From an optimization exercise on the open Yosys and OpenROAD flow, aimed at small area, a short achievable clock period and few clock cycles; shortcuts taken in it are not production practice. The RTL of this run was laid out without a check of its function. Power and IR drop assume default switching activity.

## design.v

```verilog
package sha1bsd_pkg;
  localparam logic [31:0] K_0 = 32'h5a827999;
  localparam logic [31:0] K_1 = 32'h6ed9eba1;
  localparam logic [31:0] K_2 = 32'h8f1bbcdc;
  localparam logic [31:0] K_3 = 32'hca62c1d6;
  localparam logic [31:0] H0_INIT = 32'h67452301;
  localparam logic [31:0] H1_INIT = 32'hefcdab89;
  localparam logic [31:0] H2_INIT = 32'h98badcfe;
  localparam logic [31:0] H3_INIT = 32'h10325476;
  localparam logic [31:0] H4_INIT = 32'hc3d2e1f0;
endpackage
import sha1bsd_pkg::*;
module sha1bsd_core
(
  input  logic        clk,
  input  logic        push,       
  input  logic [31:0] win_in,
  output logic [31:0] sched,      
  input  logic        shift,      
  input  logic        inject,     
  input  logic [31:0] inj_val,
  input  logic [1:0]  gsel,       
  output logic [31:0] d_out       
);
  logic [31:0] win [16];
  logic [31:0] a_r, b_r, c_r, d_r, g_r;
  logic [31:0] t_sum, f_n, k_n, g_n, a_n;
  logic [31:0] sx;
  assign sx    = win[13] ^ win[8] ^ win[2] ^ win[0];
  assign sched = {sx[30:0], sx[31]};
  assign d_out = d_r;
  always_ff @(posedge clk) begin
    if (push) begin
      for (int i = 0; i < 15; i++) win[i] <= win[i+1];
      win[15] <= win_in;
    end
  end
  logic [31:0] fb, fc, fd;
  assign fb = a_r;
  assign fc = {b_r[1:0], b_r[31:2]};
  assign fd = {c_r[1:0], c_r[31:2]};
  always_comb begin
    unique case (gsel)
      2'd0:    begin f_n = fd ^ (fb & (fc ^ fd));            k_n = K_0; end
      2'd1:    begin f_n = fb ^ fc ^ fd;                     k_n = K_1; end
      2'd2:    begin f_n = (fb & fc) | (fd & (fb | fc));     k_n = K_2; end
      default: begin f_n = fb ^ fc ^ fd;                     k_n = K_3; end
    endcase
    g_n   = f_n + {d_r[1:0], d_r[31:2]} + k_n;
    t_sum = {a_r[26:0], a_r[31:27]} + g_r + win[15];
    a_n   = inject ? inj_val : t_sum;
  end
  always_ff @(posedge clk) begin
    if (shift) begin
      a_r <= a_n;
      b_r <= a_r;
      c_r <= b_r;
      d_r <= c_r;
      g_r <= g_n;
    end
  end
endmodule
import sha1bsd_pkg::*;
module sha1_byte_stream_digest
(
  input  logic      clk,
  input  logic      rst_n,
  input  logic      in_valid,
  output logic      in_ready,
  input  logic [8:0]  in_data,
  output logic      out_valid,
  input  logic      out_ready,
  output logic [36:0] out_data
);
  localparam logic [159:0] H_INIT = {H4_INIT, H3_INIT, H2_INIT, H1_INIT, H0_INIT};
  logic [7:0]  wb_r [4];        
  logic [1:0]  bpos_r;          
  logic        wfull_r;         
  logic        finp_r;          
  logic        finp_rep_r;      
  logic        fin_r;           
  logic        nonempty_r;      
  logic        cstart_r;        
  logic        inc_r, newm_r;   
  logic [60:0] total_r;         
  logic [6:0]  p_r;             
  logic        pad_r;           
  logic        padfirst_r;      
  logic        lenok_r;         
  logic        pfinal_r;        
  logic        wpend_r;         
  logic [6:0]  r_r;             
  logic [1:0]  gsel_r;          
  logic        inj_r;           
  logic [2:0]  ic_r;            
  logic        hwr_r;           
  logic        rfirst_r;        
  logic        rfinal_r;        
  logic [31:0] h_r [5];
  logic [31:0] s_r;             
  logic [31:0] hr_r;            
  logic [4:0]  hsel_r;          
  logic        hcon_r;          
  logic        hprep_r;         
  logic        fin_inflight_r;  
  logic        oprep_r;         
  logic        out_busy_r;
  logic [2:0]  out_idx_r;
  logic        out_empty_r;
  logic p_lt16, p_is14, p_is15, p_is80, r_is79;
  logic round_go, r79_go, push_avail, push_go, push_data, pad_push;
  logic xfer, app, fin;
  logic proc_rep, proc_real;
  logic hr_load;
  logic out_fire;
  logic [31:0] sched, d_out, win_in, inj_val, xadd, sum, hmux;
  logic [31:0] pword;
  assign p_lt16 = (p_r[6:4] == 3'd0);
  assign p_is14 = (p_r == 7'd14);
  assign p_is15 = (p_r == 7'd15);
  assign p_is80 = (p_r == 7'd80);
  assign r_is79 = (r_r == 7'd79);
  assign round_go = wpend_r && !inj_r &&
                    (!r_is79 || (hprep_r && !out_busy_r && !oprep_r));
  assign r79_go   = round_go && r_is79;
  assign push_avail = p_lt16 ? (pad_r || wfull_r) : !p_is80;
  assign push_go    = push_avail && (!wpend_r || round_go);
  assign push_data  = push_go && p_lt16 && !pad_r;
  assign pad_push   = push_go && p_lt16 && pad_r;
  assign in_ready = !finp_r && !pad_r && (!wfull_r || (p_lt16 && (!wpend_r || !inj_r)));
  assign xfer     = in_valid && in_ready;
  assign app      = xfer && !in_data[8];
  assign fin      = xfer && in_data[8];
  assign proc_rep  = finp_r && finp_rep_r && !fin_inflight_r && !out_busy_r &&
                     !oprep_r && !inj_r;
  assign proc_real = finp_r && !finp_rep_r && !fin_inflight_r && !wfull_r;
  assign out_fire = out_busy_r && out_ready;
  assign hr_load  = !(out_busy_r && !out_ready) && !(hprep_r && !r79_go);
  always_comb begin
    for (int j = 0; j < 4; j++) begin
      if (!pad_r || (j < bpos_r))                    pword[31-8*j -: 8] = wb_r[j];
      else if (padfirst_r && (j == bpos_r))          pword[31-8*j -: 8] = 8'h80;
      else                                           pword[31-8*j -: 8] = 8'h00;
    end
    if (!p_lt16)                                     win_in = sched;
    else if (!pad_r || padfirst_r)                   win_in = pword;
    else if (lenok_r && p_is14)                      win_in = total_r[60:29];
    else if (lenok_r && p_is15)                      win_in = {total_r[28:0], 3'b000};
    else                                             win_in = 32'h0;
  end
  assign xadd = (r79_go || (inj_r && !ic_r[1])) ? {d_out[1:0], d_out[31:2]} : d_out;
  assign sum  = hr_r + xadd;
  always_comb begin
    if (rfinal_r) begin
      unique case (ic_r)
        3'd0:    inj_val = {H4_INIT[29:0], H4_INIT[31:30]};
        3'd1:    inj_val = {H3_INIT[29:0], H3_INIT[31:30]};
        3'd2:    inj_val = {H2_INIT[29:0], H2_INIT[31:30]};
        3'd3:    inj_val = H1_INIT;
        default: inj_val = H0_INIT;
      endcase
    end else if (ic_r[2] || (ic_r == 3'd3)) begin
      inj_val = s_r;
    end else begin
      inj_val = {s_r[29:0], s_r[31:30]};
    end
  end
  always_comb begin
    hmux = '0;
    for (int i = 0; i < 5; i++)
      if (hsel_r[i]) hmux = hmux | (hcon_r ? H_INIT[32*i +: 32] : h_r[i]);
  end
  sha1bsd_core u_core (
    .clk     (clk),
    .push    (push_go),
    .win_in  (win_in),
    .sched   (sched),
    .shift   (round_go || inj_r),
    .inject  (inj_r),
    .inj_val (inj_val),
    .gsel    (gsel_r),
    .d_out   (d_out)
  );
  always_ff @(posedge clk) begin
    for (int j = 0; j < 4; j++)
      if (in_ready && (bpos_r == j)) wb_r[j] <= in_data[7:0];
    if (inc_r) begin
      if (newm_r)          total_r <= 61'd1;
      else if (!(&total_r)) total_r <= total_r + 61'd1;
    end
    s_r <= sum;
    if (r79_go)                                  h_r[4] <= sum;
    if (inj_r && hwr_r && (ic_r == 3'd0))        h_r[3] <= sum;
    if (inj_r && hwr_r && (ic_r == 3'd1))        h_r[2] <= sum;
    if (inj_r && hwr_r && (ic_r == 3'd2))        h_r[1] <= sum;
    if (inj_r && hwr_r && (ic_r == 3'd3))        h_r[0] <= sum;
    if (hr_load) hr_r <= hmux;
  end
  always_ff @(posedge clk) begin
    if (!rst_n) begin
      bpos_r         <= '0;
      wfull_r        <= 1'b0;
      finp_r         <= 1'b0;
      finp_rep_r     <= 1'b0;
      fin_r          <= 1'b0;
      nonempty_r     <= 1'b0;
      cstart_r       <= 1'b1;
      inc_r          <= 1'b0;
      newm_r         <= 1'b0;
      p_r            <= '0;
      pad_r          <= 1'b0;
      padfirst_r     <= 1'b0;
      lenok_r        <= 1'b0;
      pfinal_r       <= 1'b0;
      wpend_r        <= 1'b0;
      r_r            <= '0;
      gsel_r         <= '0;
      inj_r          <= 1'b1;
      ic_r           <= '0;
      hwr_r          <= 1'b0;
      rfirst_r       <= 1'b1;
      rfinal_r       <= 1'b1;
      hsel_r         <= '0;
      hcon_r         <= 1'b0;
      hprep_r        <= 1'b0;
      fin_inflight_r <= 1'b0;
      oprep_r        <= 1'b0;
      out_busy_r     <= 1'b0;
      out_idx_r      <= '0;
      out_empty_r    <= 1'b0;
    end else begin
      inc_r  <= app;
      newm_r <= cstart_r;
      if (app) begin
        bpos_r     <= bpos_r + 2'd1;
        nonempty_r <= 1'b1;
        fin_r      <= 1'b0;
        cstart_r   <= 1'b0;
      end
      if (fin) begin
        finp_r     <= 1'b1;
        finp_rep_r <= fin_r || !nonempty_r;
        fin_r      <= 1'b1;
        cstart_r   <= 1'b1;
      end
      if (push_data)                     wfull_r <= 1'b0;
      else if (app && (bpos_r == 2'd3))  wfull_r <= 1'b1;
      if (proc_real) begin
        finp_r         <= 1'b0;
        pad_r          <= 1'b1;
        padfirst_r     <= 1'b1;
        lenok_r        <= !(p_is14 || p_is15);
        fin_inflight_r <= 1'b1;
      end
      if (proc_rep) begin
        finp_r      <= 1'b0;
        oprep_r     <= 1'b1;
        out_empty_r <= !nonempty_r;
      end
      if (pad_push) begin
        padfirst_r <= 1'b0;
        if (padfirst_r) bpos_r <= '0;
        if (p_is15) begin
          if (lenok_r) begin
            pad_r    <= 1'b0;
            pfinal_r <= 1'b1;
          end else begin
            lenok_r  <= 1'b1;
          end
        end
      end
      if (r79_go)       p_r <= '0;
      else if (push_go) p_r <= p_r + 7'd1;
      if (push_go)       wpend_r <= 1'b1;
      else if (round_go) wpend_r <= 1'b0;
      if (round_go) begin
        r_r <= r_is79 ? 7'd0 : r_r + 7'd1;
        if (r_r == 7'd18) gsel_r <= 2'd1;
        if (r_r == 7'd38) gsel_r <= 2'd2;
        if (r_r == 7'd58) gsel_r <= 2'd3;
        if (r_is79)       gsel_r <= 2'd0;
      end
      if (r79_go) begin
        inj_r    <= 1'b1;
        ic_r     <= '0;
        hwr_r    <= 1'b1;
        rfinal_r <= pfinal_r;
        pfinal_r <= 1'b0;
      end
      if (inj_r) begin
        ic_r <= ic_r + 3'd1;
        if (ic_r == 3'd4) begin
          inj_r    <= 1'b0;
          rfirst_r <= rfinal_r;
          if (rfinal_r && hwr_r) begin
            fin_inflight_r <= 1'b0;
            out_busy_r     <= 1'b1;
            out_idx_r      <= '0;
            out_empty_r    <= 1'b0;
          end
        end
      end
      if (oprep_r) begin
        oprep_r    <= 1'b0;
        out_busy_r <= 1'b1;
        out_idx_r  <= '0;
      end
      if (out_fire) begin
        if (out_idx_r == 3'd4) begin
          out_busy_r <= 1'b0;
          out_idx_r  <= '0;
        end else begin
          out_idx_r  <= out_idx_r + 3'd1;
        end
      end
      if (inj_r || r79_go || proc_rep || oprep_r || out_busy_r)
        hprep_r <= 1'b0;
      else if (!hprep_r)
        hprep_r <= (hsel_r == 5'b10000) && (hcon_r == rfirst_r);
      if (inj_r) begin
        unique case (ic_r)
          3'd0: begin hsel_r <= 5'b00010; hcon_r <= rfirst_r; end
          3'd1: begin hsel_r <= 5'b00001; hcon_r <= rfirst_r; end
          3'd2: begin hsel_r <= 5'b00001; hcon_r <= rfirst_r; end
          3'd3: begin
            hsel_r <= (rfinal_r && hwr_r) ? 5'b00001 : 5'b10000;
            hcon_r <= rfinal_r && !hwr_r;
          end
          default: begin
            hsel_r <= (rfinal_r && hwr_r) ? 5'b00010 : 5'b10000;
            hcon_r <= rfinal_r && !hwr_r;
          end
        endcase
      end else if (r79_go) begin
        hsel_r <= 5'b00100;
        hcon_r <= rfirst_r;
      end else if (proc_rep) begin
        hsel_r <= nonempty_r ? 5'b00001 : 5'b00000;
        hcon_r <= 1'b0;
      end else if (oprep_r) begin
        hsel_r <= {hsel_r[3:0], 1'b0};
      end else if (out_busy_r) begin
        if (out_fire) begin
          if (out_idx_r == 3'd4) begin
            hsel_r <= 5'b10000;
            hcon_r <= rfirst_r;
          end else begin
            hsel_r <= {hsel_r[3:0], 1'b0};
          end
        end
      end else if (hprep_r || ((hsel_r == 5'b10000) && (hcon_r == rfirst_r))) begin
        hsel_r <= 5'b01000;
        hcon_r <= rfirst_r;
      end else begin
        hsel_r <= 5'b10000;
        hcon_r <= rfirst_r;
      end
    end
  end
  assign out_valid = out_busy_r;
  assign out_data  = {hr_r, out_idx_r, (out_idx_r == 3'd4), out_empty_r};
endmodule
```

## constraint.sdc

```tcl
create_clock -name core_clock -period 9.0 [get_ports {clk}]
set_input_delay 1.8000 -clock core_clock [delete_from_list [all_inputs] [get_ports {clk}]]
set_output_delay 1.8000 -clock core_clock [all_outputs]
set_load 0.01 [all_outputs]
```

## run.sh

```bash
#!/bin/bash
# synth_recipe.tcl (not shown) runs the flow's synth.tcl, then flattens the netlist and writes it again
# the make line also repeats each setting of config.mk as NAME=value (left out here)
make -C /OpenROAD-flow-scripts/flow DESIGN_CONFIG=/design/flow/config.mk WORK_HOME=/design/flow/orfs CLKGATE_MAP_FILE= SYNTH_SCRIPT=/design/flow/synth_recipe.tcl finish
```

## config.mk

```make
export PLATFORM = sky130hd
export DESIGN_NAME = sha1_byte_stream_digest
export DESIGN_NICKNAME = sha1_byte_stream_digest
export VERILOG_FILES = /design/flow/design.v
export SDC_FILE = /design/flow/constraint.sdc
export NUM_CORES = 4
export LEC_CHECK = 0
export CAP_MARGIN = 20
export CORE_MARGIN = 2
export CORE_UTILIZATION = 40
export SLEW_MARGIN = 20
```

==> notes.md <==
maximum net fanout on the critical path 54; count of clock tree sinks roughly 1000; required time at the endpoint of the critical path between 9 and 10 ns; number of iterations in the first detailed-routing pass 5; detailed-route wire length per cell between 20 and 25 um; post-detail-place hpwl between 70000 and 80000 um; critical setup path kind flip-flop to flip-flop; number of DRC markers in iteration 0 roughly 2600; post-synthesis register bit count between 1000 and 1500; overflow left after global routing 0; number of vias per cell roughly 5.4; Startpoint Class flip-flop; remaining design rule violation count 0; core region area 114300 um^2; area of the mapped netlist between 40000 and 50000 um^2; number of input and output port buffers inserted between 50 and 60; IO Pins 52; total wire length approximately 110000 um; vias in the first global route roughly 25000; aggregate global-route resource usage 0.1770; final hold slack 0.4143 ns; cells resized by post-CTS repair 0; Initial Utilization 0.4035; setup repair after global routing missed its margin no; CP endpoint kind flip-flop; fraction of layout instances using a drive strength above 1 0.07071; Area growth, synth to finish 12.29%; placed insts 4812; Post-Synthesis Net Count between 3000 and 4000; primary flip-flop cell chosen by synthesis mapping sky130_fd_sc_hd__edfxtp_1; cell chosen for the clock root sky130_fd_sc_hd__clkbuf_16; Die Wd roughly 340 um; via count 26800; floorplan die height approximately 340 um; Post-synth EDFFs around 960; reported max-cap violation count 0; leakage about 18 nW; postcts setup bufs 0; proportion of synthesized chip area in sequential cells 0.6593; Max Buffers Root-to-Sink 3; # nets final approximately 3700; Die Outline Area between 100000 and 150000 um^2; synthesized instance count between 3000 and 4000; shortest clock period the worst path allows after layout ~5.3 ns; portion of the clock cycle consumed by the worst path in the final layout 0.5894; total of endpoints with negative setup slack in the final report 0; first-pass GRT wire length ~160000 um; Design Power between 0.015 and 0.02 W; Crit path arrival time roughly 5.7 ns; power density over cell area approximately 340 nW/um^2; number of clock buffers inserted by TritonCTS 104; peak supply drop around 0.20 mV; number of pins with negative max-slew slack in the final report 0; share of synthesized registers carrying an async set or reset 0; Site Rows roughly 120; Worst Skew around 0.028 ns; Worst Tran Pin Value 1.044 ns; post-layout utilization of the core 0.4531; TritonCTS clock tree yes; number of unique standard cell types used by synthesis approximately 80; Setup Total Neg Slack 0 ns; H-tree lvl count 3; maximum number of pins on one net before global-route repair ~190; outcome complete, no violations; hold buffers post-CTS 0; Antenna diodes 0; Max Clock Freq around 0.19 GHz; DRT antenna net count 0; warnings from Yosys 5; type of the most critical hold path flip-flop to flip-flop; register clock-pin slew on the reported worst setup and hold paths ~0.060 ns; Avg Inst Size Synth 13.84 um^2; relative slew slack 0.3043; clock latency on the worst-skew pair 0.68 ns; number of non-filler instances in the completed layout 5005; Final Hold Fails 0; antenna violations before repair 2; final weighted congestion in routability-driven placement between 0.8 and 0.9
-- where the power goes --
group / switching, W / total [W] / leakage [nW] / internal, W
combinational: 0.00391 / 0.00617 / 6.99 / 0.00226
sequential: 0.000607 / 0.00710 / 9.69 / 0.00649
clock: 0.00186 / 0.00427 / 1.63 / 0.00241
-- metrics by stage --
step                cell area [um^2]  worst slack [ns]
finish                         51810             3.695
global route                   51810             3.338
CTS                            51810             3.649
detailed placement             48450             3.696
global placement               48450             3.729
floorplan                      46140           0.08011
-- cell type report --
type,count,area [um^2]
clock buffer,124,2741
clock inverter,69,624.3
fill,10080,62530
inverter,221,829.5
multi-input combinational,1953,14510
sequential,1041,30420
tap,1512,1892
timing repair buffer,85,790.8
-- path summary, 6_finish.rpt --
kind                      start                 end  slack, ns  depth (start not counted)
max                      r_r[0]          h_r[0][16]       3.70                         19
max reg2reg              r_r[0]          h_r[0][16]       3.70                         19
min reg2reg  u_core.win[11][28]  u_core.win[10][28]       0.41                          0
min          u_core.win[11][28]  u_core.win[10][28]       0.41                          0
-- Yosys cell counts, types with 4 or more instances --
| master | count | area, um^2 |
|---|---|---|
| sky130_fd_sc_hd__edfxtp_1 | 957 | 28740 |
| sky130_fd_sc_hd__inv_1 | 220 | 825.8 |
| sky130_fd_sc_hd__o21ai_0 | 208 | 1041 |
| sky130_fd_sc_hd__a21oi_1 | 198 | 991.0 |
| sky130_fd_sc_hd__nand2_1 | 196 | 735.7 |
| sky130_fd_sc_hd__ha_1 | 187 | 2340 |
| sky130_fd_sc_hd__xnor2_1 | 164 | 1436 |
| sky130_fd_sc_hd__nor2_1 | 152 | 570.6 |
| sky130_fd_sc_hd__xor2_1 | 114 | 998.5 |
| sky130_fd_sc_hd__clkbuf_1 | 107 | 401.6 |
| sky130_fd_sc_hd__dfxtp_1 | 84 | 1682 |
| sky130_fd_sc_hd__fa_1 | 61 | 1221 |
| sky130_fd_sc_hd__mux2i_1 | 53 | 530.5 |
| sky130_fd_sc_hd__nand3_1 | 50 | 250.2 |
| sky130_fd_sc_hd__a221oi_1 | 49 | 429.2 |
| sky130_fd_sc_hd__a21o_1 | 41 | 307.8 |
| sky130_fd_sc_hd__nor3_1 | 37 | 185.2 |
| sky130_fd_sc_hd__o211ai_1 | 36 | 270.3 |
| sky130_fd_sc_hd__nor2b_1 | 35 | 219.0 |
| sky130_fd_sc_hd__nand4_1 | 33 | 206.5 |
| sky130_fd_sc_hd__and3_1 | 29 | 181.4 |
| sky130_fd_sc_hd__a22o_1 | 26 | 227.7 |
| sky130_fd_sc_hd__mux2_2 | 24 | 270.3 |
| sky130_fd_sc_hd__a22oi_1 | 22 | 165.2 |
| sky130_fd_sc_hd__a222oi_1 | 19 | 190.2 |
| sky130_fd_sc_hd__a31oi_1 | 18 | 112.6 |
| sky130_fd_sc_hd__or3_1 | 17 | 106.4 |
| sky130_fd_sc_hd__a211oi_1 | 16 | 120.1 |
| sky130_fd_sc_hd__o21a_1 | 15 | 112.6 |
| sky130_fd_sc_hd__o21bai_1 | 15 | 112.6 |
| sky130_fd_sc_hd__and2_1 | 13 | 81.33 |
| sky130_fd_sc_hd__nand2b_1 | 13 | 81.33 |
| sky130_fd_sc_hd__o221ai_1 | 13 | 113.9 |
| sky130_fd_sc_hd__buf_1 | 9 | 33.78 |
| sky130_fd_sc_hd__nand3b_1 | 6 | 45.04 |
| sky130_fd_sc_hd__o31a_1 | 6 | 52.55 |
| sky130_fd_sc_hd__o31ai_1 | 6 | 45.04 |
| sky130_fd_sc_hd__a211o_1 | 5 | 43.79 |
| sky130_fd_sc_hd__nor3b_1 | 5 | 37.54 |
| sky130_fd_sc_hd__o22ai_1 | 5 | 31.28 |
| sky130_fd_sc_hd__a311oi_1 | 4 | 35.03 |
| sky130_fd_sc_hd__and4_1 | 4 | 35.03 |
| sky130_fd_sc_hd__o21ai_1 | 4 | 20.02 |
-- metal layers --
layer / track usage / up-vias / wire length, um
met5: 0 / - / 0
met4: 0.04958 / 0 / 2558
met3: 0.02061 / 140 / 5214
met2: 0.2658 / 721 / 46640
met1: 0.2704 / 13390 / 51240
li1: - / 12540 / -
-- cells by family after synthesis --
| family | Yosys count | share of synthesized area |
|---|---|---|
| xor gates and xnor gates | 278 | 0.05277 |
| buffers and inverters | 339 | 0.02782 |
| DFF | 1041 | 0.6593 |
| and+or+nand+nor | 607 | 0.06223 |
| muxes | 77 | 0.01735 |
| AOI/OAI and AO/OA | 743 | 0.1034 |
| adders and majority gates | 248 | 0.07717 |
-- registers in the layout, summed over array words and instances, names as in the netlist, 2 cells and up --
register    count
u_core.win    512
ic_r            3
wb_r           32
u_core.b_r     32
u_core.d_r     32
p_r             7
u_core.a_r     32
hsel_r          5
s_r            32
bpos_r          2
u_core.c_r     32
total_r        61
out_idx_r       3
gsel_r          2
h_r           160
hr_r           32
u_core.g_r     32
r_r             7
-- worst max-delay path, stage by stage, from the launching register on --
cell,delay [ns]
sky130_fd_sc_hd__dfxtp_1,0.38
sky130_fd_sc_hd__ha_1,0.19
sky130_fd_sc_hd__nor4bb_1,0.26
sky130_fd_sc_hd__nand3_1,0.19
sky130_fd_sc_hd__nor3_2,0.20
sky130_fd_sc_hd__buf_4,0.55
sky130_fd_sc_hd__a21oi_4,0.03
sky130_fd_sc_hd__buf_4,0.31
sky130_fd_sc_hd__mux2_2,0.30
sky130_fd_sc_hd__ha_1,0.16
sky130_fd_sc_hd__inv_1,0.06
sky130_fd_sc_hd__fa_1,0.39
sky130_fd_sc_hd__nand2b_1,0.18
sky130_fd_sc_hd__a21o_1,0.19
sky130_fd_sc_hd__a22oi_1,0.26
sky130_fd_sc_hd__a21o_1,0.16
sky130_fd_sc_hd__a21oi_1,0.09
sky130_fd_sc_hd__o21ai_0,0.35
sky130_fd_sc_hd__a31oi_1,0.15
sky130_fd_sc_hd__a211oi_1,0.58
-- cells in the final DEF (no fill, tap or decap), types with 18 or more instances in the layout --
cell                              Yosys  routed
sky130_fd_sc_hd__buf_4                1      32
sky130_fd_sc_hd__nor2b_1             35      34
sky130_fd_sc_hd__a22o_1              26      26
sky130_fd_sc_hd__clkbuf_16            0     107
sky130_fd_sc_hd__o21ai_0            208     207
sky130_fd_sc_hd__a22oi_1             22      22
sky130_fd_sc_hd__o211ai_1            36      36
sky130_fd_sc_hd__a21oi_1            198     197
sky130_fd_sc_hd__edfxtp_1           957     957
sky130_fd_sc_hd__a222oi_1            19      19
sky130_fd_sc_hd__nand2_1            196     196
sky130_fd_sc_hd__nor3_1              37      33
sky130_fd_sc_hd__a21o_1              41      41
sky130_fd_sc_hd__clkdlybuf4s50_1      0      51
sky130_fd_sc_hd__mux2_2              24      24
sky130_fd_sc_hd__and3_1              29      29
sky130_fd_sc_hd__nor2_1             152     151
sky130_fd_sc_hd__inv_1              220     219
sky130_fd_sc_hd__xnor2_1            164     164
sky130_fd_sc_hd__dfxtp_1             84      81
sky130_fd_sc_hd__a221oi_1            49      49
sky130_fd_sc_hd__ha_1               187     186
sky130_fd_sc_hd__nand3_1             50      50
sky130_fd_sc_hd__clkinv_2             0      19
sky130_fd_sc_hd__mux2i_1             53      53
sky130_fd_sc_hd__a31oi_1             18      18
sky130_fd_sc_hd__xor2_1             114     114
sky130_fd_sc_hd__fa_1                61      61
sky130_fd_sc_hd__nand4_1             33      33
sky130_fd_sc_hd__clkinv_1             1      23

==> port drivers added, routing unchanged <==
Ports are ideal in the flow. The routed layout listed here was re-timed in OpenROAD. Step 1 sets driving cells, clkbuf_16 on the clock port and buf_2 on the other inputs (assumed; they add their load-dependent delay and slew). Step 2 also shifts input and output timing later by t, the mid clock arrival at the registers, as if the neighbouring blocks saw the same clock. Slacks: no drivers / after step 1 / after step 2; pairs: no drivers / after step 1.
t, ns: 0.742
slack for setup (ns): 3.695 / 3.695 / 3.695
worst setup path after step 2: register to register
After both steps this run still meets setup and hold. For this run, drivers alone change the setup slack by 0.000 ns; drivers and shift together by 0.000 ns.
